Source: an optimization exercise on an open RTL-to-GDS flow (aim: small area, a short achievable clock period and few clock cycles per item). Production flows keep margins and buffers that such runs may drop. Only simulation tests tie the RTL to the original design; equivalence was not proved.

==> v2: inputs <==
## conv_pe_top
module conv_pe_top (
    input  logic          clk,
    input  logic          arst_n,
    input  logic          row_wr,
    input  logic [287:0]  row_data,
    input  logic          weight_wr,
    input  logic [1:0]    weight_filter,
    input  logic [1:0]    weight_row,
    input  logic [26:0]   weight_taps,
    output logic          busy,
    output logic          out_valid,
    output logic [4:0]    out_col,
    output logic [65:0]   out_data
);
    logic         win_valid;
    logic [4:0]   win_col;
    logic [80:0]  window;
    logic [242:0] weights;
    row_buffer u_rows (
        .clk       (clk),
        .arst_n    (arst_n),
        .row_wr    (row_wr),
        .row_data  (row_data),
        .busy      (busy),
        .win_valid (win_valid),
        .win_col   (win_col),
        .window    (window)
    );
    always_ff @(posedge clk or negedge arst_n) begin
        if (!arst_n) begin
            weights <= '0;
        end else if (weight_wr) begin
            for (int f = 0; f < 3; f++) begin
                for (int r = 0; r < 3; r++) begin
                    if (weight_filter == 2'(f) && weight_row == 2'(r)) begin
                        weights[81*f + 27*r +: 27] <= weight_taps;
                    end
                end
            end
        end
    end
    for (genvar f = 0; f < 3; f++) begin : g_mac
        logic       v;
        logic [4:0] col;
        kernel_mac u_mac (
            .clk       (clk),
            .arst_n    (arst_n),
            .x         (window),
            .w         (weights[81*f +: 81]),
            .in_valid  (win_valid),
            .in_col    (win_col),
            .out_valid (v),
            .out_col   (col),
            .result    (out_data[22*f +: 22])
        );
        if (f == 0) begin : g_ctl
            assign out_valid = v;
            assign out_col = col;
        end
    end
endmodule
==> flow/config.mk <==
export PLATFORM = sky130hd
export DESIGN_NAME = conv_pe_top
export DESIGN_NICKNAME = conv_pe_top
export VERILOG_FILES = /design/flow/design.v
export SDC_FILE = /design/flow/constraint.sdc
export NUM_CORES = 4
export LEC_CHECK = 0
export CAP_MARGIN = 20
export CORE_MARGIN = 2
export CORE_UTILIZATION = 55
export PLACE_DENSITY = 0.68
export SETUP_SLACK_MARGIN = 4.85
export SLEW_MARGIN = 20
==> flow/constraint.sdc <==
create_clock -name core_clock -period 8.0 [get_ports {clk}]
set_input_delay 1.6000 -clock core_clock [delete_from_list [all_inputs] [get_ports {clk}]]
set_output_delay 1.6000 -clock core_clock [all_outputs]
set_load 0.01 [all_outputs]
standard.sh (not shown) runs the stock make flow with config.mk's settings and CLKGATE_MAP_FILE= SYNTH_SCRIPT=/design/flow/synth_recipe.tcl, a recipe that flattens the netlist after the stock synthesis.
==> flow/flow/run.sh <==
#!/bin/bash
# Own layout flow: the standard layout (standard.sh) with these changes.
# 1. Synthesis skips the generic ABC pass inside Yosys's "synth" fine stage
#    (synth -noabc), so the hand-built full-adder trees in kernel_mac.sv reach
#    extract_fa unchanged instead of being restructured first (which made
#    extract_fa put an inverter at most adder pins).  Everything else,
#    registers included, is the standard synthesis script.
# 2. Port buffers are buf_2 cells instead of the delay cell
#    (clkdlybuf4s50_1) that buffer_ports picks by default.  Every input and
#    output port still gets its own buffer.
# 3. Clock tree synthesis clusters up to 25 sinks within 95 um per leaf buffer and adds
#    no dummy loads (a balanced H-tree from the clock port as usual, every
#    register reached through clock buffers).
# Every tool's output goes to flow_make.log in the work folder; ORFS also
# keeps its per-step logs under orfs/logs.
set -euo pipefail
work=$(pwd)
sed 's/yosys synth -nofsm -noshare /yosys synth -nofsm -noshare -noabc /' \
    synth_recipe.tcl > "$work/noabc_synth.tcl"
grep -q -- '-noabc' "$work/noabc_synth.tcl"
bash standard.sh SYNTH_SCRIPT="$work/noabc_synth.tcl" \
    BUFFER_PORTS_ARGS="-buffer_cell sky130_fd_sc_hd__buf_2" \
    CTS_ARGS="-sink_clustering_enable -repair_clock_nets -dont_use_dummy_load -sink_clustering_size 25 -sink_clustering_max_diameter 95" \
    finish > "$work/flow_make.log" 2>&1
==> inputs of v7, as changes to v2 <==
==> flow/flow/run.sh (replaced) <==
#!/bin/bash
# Own layout flow: the standard layout (standard.sh) with two changes.
# 1. Synthesis skips the generic ABC pass inside Yosys's "synth" fine stage
#    (synth -noabc), so the hand-built full-adder trees in kernel_mac.sv reach
#    extract_fa unchanged instead of being restructured first (which made
#    extract_fa put an inverter at most adder pins).  Everything else,
#    registers included, is the standard synthesis script.
# 2. Port buffers are buf_2 cells instead of the delay cell
#    (clkdlybuf4s50_1) that buffer_ports picks by default.  Every input and
#    output port still gets its own buffer.
# Every tool's output goes to flow_make.log in the work folder; ORFS also
# keeps its per-step logs under orfs/logs.
set -euo pipefail
work=$(pwd)
sed 's/yosys synth -nofsm -noshare /yosys synth -nofsm -noshare -noabc /' \
    synth_recipe.tcl > "$work/noabc_synth.tcl"
grep -q -- '-noabc' "$work/noabc_synth.tcl"
bash standard.sh SYNTH_SCRIPT="$work/noabc_synth.tcl" \
    BUFFER_PORTS_ARGS="-buffer_cell sky130_fd_sc_hd__buf_2" \
    finish > "$work/flow_make.log" 2>&1
==> qor summary <==
	v7	v2
Result of the run	finished clean	finished clean
GRT met3 Usage	12.6%	12.0%
Ratio of cells with drive above 1 in the final layout	14.3%	11.9%
Plain + repair buffers	523	524
Final setup slack of the worst path	4.80 ns	4.84 ns
Register-to-Register Setup Slack	4.80 ns	4.84 ns
Delay of the slowest cell on the worst path	1.06 ns	1.11 ns
End of the worst register-to-register path	g_mac[2].u_mac.t0_q[70]	g_mac[2].u_mac.t0_q[176]
Combined area of the multi-input logic cells	63700 µm²	63700 µm²
Routed wire length	399 mm	393 mm
WHS	0.333 ns	0.338 ns
Number of global-route vias before repair	82700	80800
Critical path data arrival time	3.92 ns	3.89 ns
Via count	76300	75000
Testbench counts of v2, summed over its fixed seeds: cycles 9,160, results 9,120.
Testbench counts of v7, summed over its fixed seeds: cycles 9,160, results 9,120.

-- what the ideal ports hide --
No port has a modelled driver above. Below, the same layouts with a new extraction and two added sets of constraints.
Step 1 assumes that a clkbuf_16 drives the clock port and a buf_2 every other input.
Step 2 also shifts input and output timing later by t, the mid clock arrival at the registers, as if the neighbouring blocks saw the same clock.
a / b / c = ideal / step 1 / step 2; a / b = the first two.
run	t, ns	setup slack, ns	worst setup path after step 2	clock arrival spread, ns
v2	0.908	4.836 / 4.804 / 4.073	input to register	0.111 / 0.111
v7	0.976	4.803 / 4.802 / 4.012	input to register	0.128 / 0.129
After both steps setup and hold are still met in every run listed. For v7, which loses most, drivers alone change the setup slack by -0.001 ns; drivers and shift together by -0.791 ns.
